Background: an optimization exercise with open tools, aiming at small area, a short achievable clock period and few clock cycles. Do not read the settings as production practice. In this exercise RTL edits were held to simulation tests only and were not proved equivalent to the original. Power is estimated from default activity; no workload was simulated.

==> flow/design.v <==
`timescale 1ns / 1ps
`default_nettype none
module raycaster_sprite_projection_core (
   input  wire                 clock,
   input  wire                 reset,
   input  wire                 req_valid,
   output wire                 req_ready,
   input  wire [5:0]           req_cell_row,
   input  wire [5:0]           req_cell_col,
   input  wire                 req_cell_valid,
   input  wire                 req_frame_last,
   output wire                 rsp_valid,
   input  wire                 rsp_ready,
   output wire [4:0]           rsp_sprite_index,
   output wire [4:0]           rsp_rank,
   output wire [31:0]          rsp_depth,
   output wire [15:0]          rsp_screen_x,
   output wire [15:0]          rsp_sprite_size,
   output wire [10:0]          rsp_draw_start_y,
   output wire [10:0]          rsp_draw_end_y,
   output wire [14:0]          rsp_draw_start_x,
   output wire [15:0]          rsp_draw_end_x,
   output wire                 rsp_not_drawable,
   output wire                 rsp_last,
   input  wire                 csr_valid,
   output wire                 csr_ready,
   input  wire [2:0]           csr_reg_index,
   input  wire [15:0]          csr_wr_data
);
   localparam int MAX_SPRITES = 32;
   localparam int IDX_W       = 5;
   localparam int CNT_W       = 6;
   localparam int CSR_IDX_W   = 3;
   localparam int DIV_NW      = 56;
   localparam int DIV_DW      = 33;
   localparam logic [CSR_IDX_W-1:0] CSR_CAM_X   = 3'd0;
   localparam logic [CSR_IDX_W-1:0] CSR_CAM_Y   = 3'd1;
   localparam logic [CSR_IDX_W-1:0] CSR_DIR_X   = 3'd2;
   localparam logic [CSR_IDX_W-1:0] CSR_DIR_Y   = 3'd3;
   localparam logic [CSR_IDX_W-1:0] CSR_PLANE_X = 3'd4;
   localparam logic [CSR_IDX_W-1:0] CSR_PLANE_Y = 3'd5;
   localparam logic [CSR_IDX_W-1:0] CSR_SCR_W   = 3'd6;
   localparam logic [CSR_IDX_W-1:0] CSR_SCR_H   = 3'd7;
   typedef struct packed {
      logic [IDX_W-1:0]   sprite_index;
      logic [IDX_W-1:0]   rank;
      logic signed [31:0] depth;
      logic signed [15:0] screen_x;
      logic [15:0]        sprite_size;
      logic [10:0]        draw_start_y;
      logic [10:0]        draw_end_y;
      logic [14:0]        draw_start_x;
      logic signed [15:0] draw_end_x;
      logic               not_drawable;
      logic               last;
   } rsp_payload_type;
   typedef enum logic [4:0] {
      ST_IDLE, ST_SLD, ST_SQ1, ST_SQ2, ST_SQ3, ST_INS,
      ST_PLD, ST_P1, ST_P2, ST_P3, ST_P4, ST_P5, ST_P6, ST_P7,
      ST_DDIV, ST_DCHK, ST_SXM, ST_XDIV, ST_XCHK, ST_ZDIV, ST_BND, ST_OUT
   } state_type;
   state_type state_ff;
   logic [15:0]        cam_x_ff, cam_y_ff;
   logic signed [15:0] dir_x_ff, dir_y_ff, pl_x_ff, pl_y_ff;
   logic [11:0]        scr_w_ff, scr_h_ff;
   logic [5:0]  row_mem_ff  [MAX_SPRITES];
   logic [5:0]  col_mem_ff  [MAX_SPRITES];
   logic [IDX_W-1:0] ord_mem_ff [MAX_SPRITES];
   logic [31:0] dist_mem_ff [MAX_SPRITES];
   logic [CNT_W-1:0] cnt_ff;
   logic [IDX_W-1:0] i_ff, j_ff, r_ff, idx_ff;
   logic signed [17:0] dx_ff, dy_ff;
   logic signed [52:0] prod_ff, t_ff;
   logic [31:0]        kd_ff;
   logic signed [33:0] numx_ff, numy_ff;
   logic [30:0]        depth_ff;
   logic signed [47:0] sx_ff;
   logic [DIV_NW-1:0] div_num_ff;
   logic [DIV_DW-1:0] div_den_ff;
   logic [DIV_DW:0]   div_rem_ff;
   logic              div_neg_ff;
   logic [5:0]        div_cnt_ff;
   rsp_payload_type rsp_ff;
   logic            rsp_valid_ff;
   logic [CNT_W-1:0]   cnt_in;
   logic               cell_add;
   logic [IDX_W-1:0]   sel_idx, jm1;
   logic [17:0]        px, py;
   logic signed [17:0] dx_sel, dy_sel;
   logic signed [34:0] mul_a;
   logic signed [17:0] mul_b;
   logic signed [52:0] prod_in, det_w, det_mag, numy_mag, prod_mag, sq_sum;
   logic [DIV_DW:0]    rem_sh, div_rem_in;
   logic               div_ge;
   logic [DIV_NW-1:0]  div_num_in;
   logic signed [56:0] div_q;
   logic               is_last;
   logic [27:0]        size_w;
   logic signed [47:0] hs_s, h2_s, h_s, w_s, dsy_s, dey_s, dey_c, dsx_s, dex_s, dex_c;
   rsp_payload_type    nd_pl, bnd_pl;
   assign req_ready        = (state_ff == ST_IDLE);
   assign csr_ready        = 1'b1;
   assign rsp_valid        = rsp_valid_ff;
   assign rsp_sprite_index = rsp_ff.sprite_index;
   assign rsp_rank         = rsp_ff.rank;
   assign rsp_depth        = rsp_ff.depth;
   assign rsp_screen_x     = rsp_ff.screen_x;
   assign rsp_sprite_size  = rsp_ff.sprite_size;
   assign rsp_draw_start_y = rsp_ff.draw_start_y;
   assign rsp_draw_end_y   = rsp_ff.draw_end_y;
   assign rsp_draw_start_x = rsp_ff.draw_start_x;
   assign rsp_draw_end_x   = rsp_ff.draw_end_x;
   assign rsp_not_drawable = rsp_ff.not_drawable;
   assign rsp_last         = rsp_ff.last;
   assign cell_add = req_cell_valid && (cnt_ff < CNT_W'(MAX_SPRITES));
   assign cnt_in   = cnt_ff + CNT_W'(cell_add);
   assign is_last  = ({1'b0, r_ff} == (cnt_ff - CNT_W'(1)));
   assign jm1      = j_ff - IDX_W'(1);
   assign sel_idx = (state_ff == ST_SLD) ? i_ff : ord_mem_ff[r_ff];
   assign px      = {2'b00, col_mem_ff[sel_idx], 10'd512};
   assign py      = {2'b00, row_mem_ff[sel_idx], 10'd512};
   assign dx_sel  = $signed(px - {2'b00, cam_x_ff});
   assign dy_sel  = $signed(py - {2'b00, cam_y_ff});
   always_comb begin
      mul_a = '0;
      mul_b = '0;
      unique case (state_ff)
         ST_SQ1: begin mul_a = 35'(dx_ff);    mul_b = dx_ff; end
         ST_SQ2: begin mul_a = 35'(dy_ff);    mul_b = dy_ff; end
         ST_P1:  begin mul_a = 35'(dir_y_ff); mul_b = dx_ff; end
         ST_P2:  begin mul_a = 35'(dir_x_ff); mul_b = dy_ff; end
         ST_P3:  begin mul_a = 35'(pl_x_ff);  mul_b = dy_ff; end
         ST_P4:  begin mul_a = 35'(pl_y_ff);  mul_b = dx_ff; end
         ST_P5:  begin mul_a = 35'(pl_x_ff);  mul_b = 18'(dir_y_ff); end
         ST_P6:  begin mul_a = 35'(dir_x_ff); mul_b = 18'(pl_y_ff); end
         ST_DCHK: begin
            mul_a = 35'(numy_ff) + 35'(numx_ff);
            mul_b = $signed({7'b0, scr_w_ff[11:1]});
         end
         default: begin mul_a = '0; mul_b = '0; end
      endcase
   end
   assign prod_in  = 53'(mul_a) * 53'(mul_b);
   assign sq_sum   = t_ff + prod_ff;
   assign det_w    = t_ff - prod_ff;
   assign det_mag  = det_w[52] ? -det_w : det_w;
   assign numy_mag = numy_ff[33] ? -(53'(numy_ff)) : 53'(numy_ff);
   assign prod_mag = prod_ff[52] ? -prod_ff : prod_ff;
   assign rem_sh     = {div_rem_ff[DIV_DW-1:0], div_num_ff[DIV_NW-1]};
   assign div_ge     = (rem_sh >= {1'b0, div_den_ff});
   assign div_rem_in = div_ge ? (rem_sh - {1'b0, div_den_ff}) : rem_sh;
   assign div_num_in = {div_num_ff[DIV_NW-2:0], div_ge};
   assign div_q      = div_neg_ff ? -$signed({1'b0, div_num_ff}) : $signed({1'b0, div_num_ff});
   always_comb begin
      nd_pl              = '0;
      nd_pl.sprite_index = idx_ff;
      nd_pl.rank         = r_ff;
      nd_pl.not_drawable = 1'b1;
      nd_pl.last         = is_last;
   end
   always_comb begin
      size_w = div_num_ff[27:0];
      hs_s   = $signed(48'(size_w[27:1]));
      h2_s   = $signed(48'(scr_h_ff[11:1]));
      h_s    = $signed(48'(scr_h_ff));
      w_s    = $signed(48'(scr_w_ff));
      dsy_s  = h2_s - hs_s;
      dey_s  = hs_s + h2_s;
      dsx_s  = sx_ff - hs_s;
      dex_s  = hs_s + sx_ff;
      if (dey_s >= h_s) begin
         dey_c = (scr_h_ff != 12'd0) ? (h_s - 48'sd1) : 48'sd0;
      end else begin
         dey_c = dey_s;
      end
      if (dex_s >= w_s) begin
         dex_c = w_s - 48'sd1;
      end else begin
         dex_c = dex_s;
      end
      bnd_pl              = '0;
      bnd_pl.sprite_index = idx_ff;
      bnd_pl.rank         = r_ff;
      bnd_pl.last         = is_last;
      bnd_pl.depth        = $signed({1'b0, depth_ff});
      if (sx_ff > 48'sd32767) begin
         bnd_pl.screen_x = 16'sd32767;
      end else if (sx_ff < -48'sd32768) begin
         bnd_pl.screen_x = -16'sd32768;
      end else begin
         bnd_pl.screen_x = sx_ff[15:0];
      end
      bnd_pl.sprite_size  = (size_w > 28'd65535) ? 16'hFFFF : size_w[15:0];
      bnd_pl.draw_start_y = (dsy_s < 48'sd0) ? 11'd0 : dsy_s[10:0];
      bnd_pl.draw_end_y   = (dey_c > 48'sd2047) ? 11'd2047 : dey_c[10:0];
      if (dsx_s < 48'sd0) begin
         bnd_pl.draw_start_x = 15'd0;
      end else if (dsx_s > 48'sd32767) begin
         bnd_pl.draw_start_x = 15'd32767;
      end else begin
         bnd_pl.draw_start_x = dsx_s[14:0];
      end
      if (dex_c > 48'sd32767) begin
         bnd_pl.draw_end_x = 16'sd32767;
      end else if (dex_c < -48'sd32768) begin
         bnd_pl.draw_end_x = -16'sd32768;
      end else begin
         bnd_pl.draw_end_x = dex_c[15:0];
      end
      bnd_pl.not_drawable = 1'b0;
   end
   always_ff @(posedge clock) begin
      if (reset) begin
         state_ff     <= ST_IDLE;
         cnt_ff       <= '0;
         rsp_valid_ff <= 1'b0;
         cam_x_ff     <= 16'd0;
         cam_y_ff     <= 16'd0;
         dir_x_ff     <= 16'sd16384;
         dir_y_ff     <= 16'sd0;
         pl_x_ff      <= 16'sd0;
         pl_y_ff      <= 16'sd10813;
         scr_w_ff     <= 12'd640;
         scr_h_ff     <= 12'd480;
      end else begin
         prod_ff <= prod_in;
         if (csr_valid) begin
            unique case (csr_reg_index)
               CSR_CAM_X:   cam_x_ff <= csr_wr_data;
               CSR_CAM_Y:   cam_y_ff <= csr_wr_data;
               CSR_DIR_X:   dir_x_ff <= $signed(csr_wr_data);
               CSR_DIR_Y:   dir_y_ff <= $signed(csr_wr_data);
               CSR_PLANE_X: pl_x_ff  <= $signed(csr_wr_data);
               CSR_PLANE_Y: pl_y_ff  <= $signed(csr_wr_data);
               CSR_SCR_W:   scr_w_ff <= csr_wr_data[11:0];
               CSR_SCR_H:   scr_h_ff <= csr_wr_data[11:0];
            endcase
         end
         unique case (state_ff)
            ST_IDLE: begin
               if (req_valid) begin
                  if (cell_add) begin
                     row_mem_ff[cnt_ff[IDX_W-1:0]] <= req_cell_row;
                     col_mem_ff[cnt_ff[IDX_W-1:0]] <= req_cell_col;
                  end
                  cnt_ff <= cnt_in;
                  i_ff   <= '0;
                  if (req_frame_last && (cnt_in != '0)) begin
                     state_ff <= ST_SLD;
                  end
               end
            end
            ST_SLD: begin
               dx_ff    <= dx_sel;
               dy_ff    <= dy_sel;
               j_ff     <= i_ff;
               state_ff <= ST_SQ1;
            end
            ST_SQ1: state_ff <= ST_SQ2;
            ST_SQ2: begin
               t_ff     <= prod_ff;
               state_ff <= ST_SQ3;
            end
            ST_SQ3: begin
               kd_ff    <= sq_sum[33:2];
               state_ff <= ST_INS;
            end
            ST_INS: begin
               if ((j_ff != '0) && (dist_mem_ff[jm1] < kd_ff)) begin
                  dist_mem_ff[j_ff] <= dist_mem_ff[jm1];
                  ord_mem_ff[j_ff]  <= ord_mem_ff[jm1];
                  j_ff              <= jm1;
               end else begin
                  dist_mem_ff[j_ff] <= kd_ff;
                  ord_mem_ff[j_ff]  <= i_ff;
                  if ({1'b0, i_ff} == (cnt_ff - CNT_W'(1))) begin
                     r_ff     <= '0;
                     state_ff <= ST_PLD;
                  end else begin
                     i_ff     <= i_ff + IDX_W'(1);
                     state_ff <= ST_SLD;
                  end
               end
            end
            ST_PLD: begin
               idx_ff   <= sel_idx;
               dx_ff    <= dx_sel;
               dy_ff    <= dy_sel;
               state_ff <= ST_P1;
            end
            ST_P1: state_ff <= ST_P2;
            ST_P2: begin
               t_ff     <= prod_ff;
               state_ff <= ST_P3;
            end
            ST_P3: begin
               numx_ff  <= det_w[33:0];
               state_ff <= ST_P4;
            end
            ST_P4: begin
               t_ff     <= prod_ff;
               state_ff <= ST_P5;
            end
            ST_P5: begin
               numy_ff  <= det_w[33:0];
               state_ff <= ST_P6;
            end
            ST_P6: begin
               t_ff     <= prod_ff;
               state_ff <= ST_P7;
            end
            ST_P7: begin
               if (det_w == '0) begin
                  rsp_ff       <= nd_pl;
                  rsp_valid_ff <= 1'b1;
                  state_ff     <= ST_OUT;
               end else begin
                  div_num_ff <= {3'b000, numy_mag[32:0], 20'd0};
                  div_den_ff <= det_mag[DIV_DW-1:0];
                  div_neg_ff <= numy_ff[33] ^ det_w[52];
                  div_rem_ff <= '0;
                  div_cnt_ff <= '0;
                  state_ff   <= ST_DDIV;
               end
            end
            ST_DDIV, ST_XDIV, ST_ZDIV: begin
               div_num_ff <= div_num_in;
               div_rem_ff <= div_rem_in;
               div_cnt_ff <= div_cnt_ff + 6'd1;
               if (div_cnt_ff == 6'(DIV_NW - 1)) begin
                  priority case (state_ff)
                     ST_DDIV: state_ff <= ST_DCHK;
                     ST_XDIV: state_ff <= ST_XCHK;
                     default: state_ff <= ST_BND;
                  endcase
               end
            end
            ST_DCHK: begin
               if (div_q <= 57'sd0) begin
                  rsp_ff       <= nd_pl;
                  rsp_valid_ff <= 1'b1;
                  state_ff     <= ST_OUT;
               end else begin
                  depth_ff <= (div_q > 57'sd2147483647) ? 31'h7FFF_FFFF : div_q[30:0];
                  state_ff <= ST_SXM;
               end
            end
            ST_SXM: begin
               div_num_ff <= {3'b000, prod_mag};
               div_den_ff <= numy_mag[DIV_DW-1:0];
               div_neg_ff <= prod_ff[52] ^ numy_ff[33];
               div_rem_ff <= '0;
               div_cnt_ff <= '0;
               state_ff   <= ST_XDIV;
            end
            ST_XCHK: begin
               sx_ff      <= div_q[47:0];
               div_num_ff <= {28'd0, scr_h_ff, 16'd0};
               div_den_ff <= {2'b00, depth_ff};
               div_neg_ff <= 1'b0;
               div_rem_ff <= '0;
               div_cnt_ff <= '0;
               state_ff   <= ST_ZDIV;
            end
            ST_BND: begin
               rsp_ff       <= bnd_pl;
               rsp_valid_ff <= 1'b1;
               state_ff     <= ST_OUT;
            end
            ST_OUT: begin
               if (rsp_ready) begin
                  rsp_valid_ff <= 1'b0;
                  if (is_last) begin
                     cnt_ff   <= '0;
                     state_ff <= ST_IDLE;
                  end else begin
                     r_ff     <= r_ff + IDX_W'(1);
                     state_ff <= ST_PLD;
                  end
               end
            end
            default: state_ff <= ST_IDLE;
         endcase
      end
   end
endmodule
`default_nettype wire
==> flow/run.sh <==
#!/bin/bash
# synth_recipe.tcl (not shown) runs the flow's synth.tcl, then flattens the netlist and writes it again
# the make line also repeats each setting of config.mk as NAME=value (left out here)
make -C /OpenROAD-flow-scripts/flow DESIGN_CONFIG=/design/flow/config.mk WORK_HOME=/design/flow/orfs CLKGATE_MAP_FILE= SYNTH_SCRIPT=/design/flow/synth_recipe.tcl finish
==> flow/config.mk <==
export PLATFORM = sky130hd
export DESIGN_NAME = raycaster_sprite_projection_core
export DESIGN_NICKNAME = raycaster_sprite_projection_core
export VERILOG_FILES = /design/flow/design.v
export SDC_FILE = /design/flow/constraint.sdc
export NUM_CORES = 4
export LEC_CHECK = 0
export CAP_MARGIN = 20
export CORE_MARGIN = 2
export CORE_UTILIZATION = 40
export SLEW_MARGIN = 20
==> flow/constraint.sdc <==
create_clock -name core_clock -period 12.0 [get_ports {clock}]
set_input_delay 2.4000 -clock core_clock [delete_from_list [all_inputs] [get_ports {clock}]]
set_output_delay 2.4000 -clock core_clock [all_outputs]
set_load 0.01 [all_outputs]
==> impl_metrics.tcl <==
set metrics [dict create \
    status "no timing/DRC/antenna violations" \
    synth_nets 11390 \
    crit_top_cell "fa_1" \
    whs_ps 454.3 \
    worst_slack_ps 1093 \
    area_delta_synth_final_pct 11.61 \
    finClkSkew_ps 125.6 \
    antenna_found_initial 15 \
    gp_congestion 0.9484 \
    yosys_most_used_dff "edfxtp_1" \
    placementRows 210 \
    relSlewSlack_pct 22.82 \
    finalSetupViolCount 0 \
    dieWidth_um 577.5 \
    io_pins 170 \
    drt_first_pass_iters 7 \
    clk_latency_ps 960 \
    synth_area_leaders "edfxtp_1 (49%), fa_1 (9.3%), mux4_2 (8.5%)" \
    timing.final.crit_period_ps 10910 \
    syn_area_um2 131600 \
    layout.nets 11520 \
    port_buffers 167 \
    viasPerCell 5.834 \
    drc 0 \
    design_power_total_mw 25.99 \
    ys_ff_latch 2301 \
    grt_max_degree 118 \
    initial_core_util_pct 40.18 \
    max_clock_freq_mhz 91.68 \
    globalRouteTotalUtil_pct 25.02 \
    tightest_slew_ps 1155 \
    p_clk_share_pct 28.3 \
    slew_violations 0 \
    finalCritPeriodShare_pct 90.89 \
    grt_pass1_wl_mm 612.6 \
    synth_adder_area_share_pct 13.48 \
    cts_hold_buf 0 \
    root_buffer "clkbuf_16" \
    hold_viol_final 0 \
    ys_warn_count 1 \
    power.internal_mw 17.06 \
    synth_cells 10300 \
    multi_input_area_um2 58670 \
    tns_ps 0 \
    vdd_drop_max_v 0.0001444 \
    vias 87380 \
    p_comb_share_pct 31.5 \
    seqPwrFrac_pct 40.2 \
    synthMuxAreaShare_pct 9.776 \
    stdcell_area_um2 146800 \
    slowest_delay_ps 760 \
    drive_gt1_share_pct 12.23 \
    clockBufferDepth 4 \
    ant_nets 0 \
    static-leakage-power_nw 53.19 \
    synth-edff-count 2164 \
    worstPathMaxFanout 17 \
    synth_top_area_share_pct 49.40 \
    grt_pass1_vias 88020 \
    cts_made_buffers 240 \
    place_hpwl_mm 298.0 \
    register_area_um2 67730 \
    cts_tree "yes" \
    arrival_ps 11460 \
    wl_per_cell_um 28.06 \
    power_density_nw_per_um2 177.0 \
    cp_data_required_time_ps 12550 \
    core-area_um2 327400 \
    holdCritPathClass "reg -> reg" \
    cts_setup_buffers 0 \
    first_iter_violations 9420 \
    cts_sinks 2301 \
    cts_resized 0 \
    placed_cell_area_um2 139000 \
    cp_slowest_cell "nor4_1" \
    switching_share_pct 34.36 \
    dp_slack_ps 1405 \
    cts-htree-levels 4 \
    grt_overflow 0 \
    synth_top_family_by_area "adder cells" \
    synth-simple-area-share_pct 9.190 \
    synthXorXnorAreaFrac_pct 3.128 \
    wl_mm 420.3 \
    async_flop_share_pct 0 \
    synth_top_area_cell "edfxtp_1" \
    p_sw_mw 8.932 \
    end_kind "flop" \
    fillers 29600 \
    rsz0062_at_grt "no" \
    synth_compound_area_share_pct 8.458 \
    clk_pin_slew_ps 60 \
    die_h_um 577.5 \
    drv_cap 0 \
    critPathKind "reg -> reg" \
    synth_seq_area_share_pct 51.48 \
    die_area_um2 333500 \
    critPathLaunchType "flop" \
    synth_cell_types 108 \
    avgSynthCellArea_um2 12.77 \
]
[sequential cells by signal (all words and copies together), names as in the netlist, 53 cells and up, named ones only]
signal       cells
dist_mem_ff   1024
col_mem_ff     192
row_mem_ff     192
ord_mem_ff     160
rsp_ff         128
div_num_ff      56
prod_ff         53
t_ff            53
[final timing paths]
check,start,to,slack [ps],cells past startpoint
worst max-delay path,numy_ff[0],prod_ff[52],1090,37
worst max register to register,numy_ff[0],prod_ff[52],1090,37
worst min register to register,cam_y_ff[12],cam_y_ff[12],450,2
worst min-delay path,cam_y_ff[12],cam_y_ff[12],450,2
[area by class of cell]
| cell class | count | share of cell area [%] |
|---|---|---|
| antenna | 5 | 0.008522 |
| inverter | 1034 | 2.644 |
| multi-input combinational | 6470 | 39.96 |
| clock inverter | 146 | 0.9612 |
| tap | 4346 | 3.704 |
| sequential | 2301 | 46.13 |
| timing repair buffer | 381 | 2.297 |
| clock buffer | 295 | 4.300 |
[cells by family (layout without fill, tap and decap cells)]
| group | Yosys count | count (layout) |
|---|---|---|
| simple gates | 2627 | 2627 |
| other cells | 2 | 7 |
| compound gates | 1662 | 1662 |
| xor+xnor | 469 | 469 |
| mux | 658 | 658 |
| flops | 2301 | 2301 |
| fa+ha+maj | 1052 | 1052 |
| buf+inv | 1533 | 1856 |
[per-stage QoR]
step / utilization [%] / instances
detailed placement: 42.47 / 14530
floorplan: - / 10300
CTS: 44.83 / 14970
global placement: 42.45 / 14530
finish: 44.85 / 14980
global route: 44.84 / 14970
[cell usage in the layout (no fill, tap or decap), types with 47 or more instances in the layout]
cell / n
clkbuf_16: 241
nand2b_1: 91
o21a_1: 54
nand3_1: 134
nand2_1: 938
mux4_2: 494
o21ai_0: 254
mux2i_1: 89
mux2_2: 75
o221ai_1: 61
or3_1: 60
a211oi_1: 70
fa_1: 609
dfxtp_1: 134
xor2_1: 146
nand4_1: 82
a21oi_1: 467
nor2_1: 700
xnor2_1: 319
inv_1: 1028
ha_1: 442
and2_1: 80
a22oi_1: 61
edfxtp_1: 2164
clkinv_1: 52
nor4_1: 57
a21o_1: 106
o22ai_1: 47
buf_4: 206
nor2b_1: 89
clkdlybuf4s50_1: 166
nor3_1: 136
o31ai_1: 72
[power by group through the flow]
stage	logic, mW	registers, mW	clock network, mW
6_report	8.18	10.5	7.36
5_1_grt	8.85	10.5	7.78
4_1_cts	8.20	10.4	7.48
3_5_place_dp	8.16	10.6	0
3_3_place_gp	8.03	10.6	0
2_1_floorplan	5.29	10.4	0
[per-layer routing]
layer / vias to the layer above / GRT usage [%] / wire [um]
li1: 37820 / - / -
met1: 45250 / 33.03 / 171200
met2: 3557 / 41.68 / 202500
met3: 746 / 3.342 / 27170
met4: 6 / 10.24 / 19440
met5: - / 0 / 36
[synth_stat cells (75+ instances only)]
cell      number
fa_1         609
ha_1         443
mux2i_1       89
and2_1        80
nor2_1       755
nor2b_1       89
nor3_1       145
nand4_1       82
nand2_1      939
mux4_2       494
clkbuf_1     398
a21oi_1      474
inv_1       1028
xnor2_1      320
o21ai_0      255
a21o_1       106
xor2_1       148
nand2b_1      92
edfxtp_1    2164
mux2_2        75
nand3_1      134
dfxtp_1      137
[critical path, delay by kind of cell (launching register included)]
| kind | cells | cell delay (ps) |
|---|---|---|
| AND/OR/NAND/NOR | 8 | 2130 |
| XOR/XNOR | 2 | 360 |
| buffers and inverters | 5 | 350 |
| adder cells (fa/ha/maj) | 9 | 3810 |
| flip-flops | 1 | 370 |
| AO/OA/AOI/OAI | 13 | 3610 |
Testbench counts, summed over its fixed seeds: cycles 451,470.

[afterwards: timing with drivers on the ports]
The results above use ideal ports. As a check the final layout listed here was re-extracted and re-timed, cells and wires unchanged. Step 1 (the two cells are an assumption about what drives the block):
set clk [get_ports {clock}]
set_driving_cell -lib_cell sky130_fd_sc_hd__clkbuf_16 $clk
set_driving_cell -lib_cell sky130_fd_sc_hd__buf_2 [delete_from_list [all_inputs] $clk]
Step 2, shift: input delay + t, output delay - t, t = (earliest + latest rising clock arrival at the registers) / 2. This alone moves slack from input paths to output paths. Three values: ideal ports, drivers, drivers and shift; two values: the first two.
t (ns): 0.992
slack for setup (ns): 1.093 / 1.093 / 1.093
worst setup path at the end: register to register
After both steps this run still meets setup and hold. The setup slack of this run moves by 0.000 ns with the drivers and by 0.000 ns with both steps.
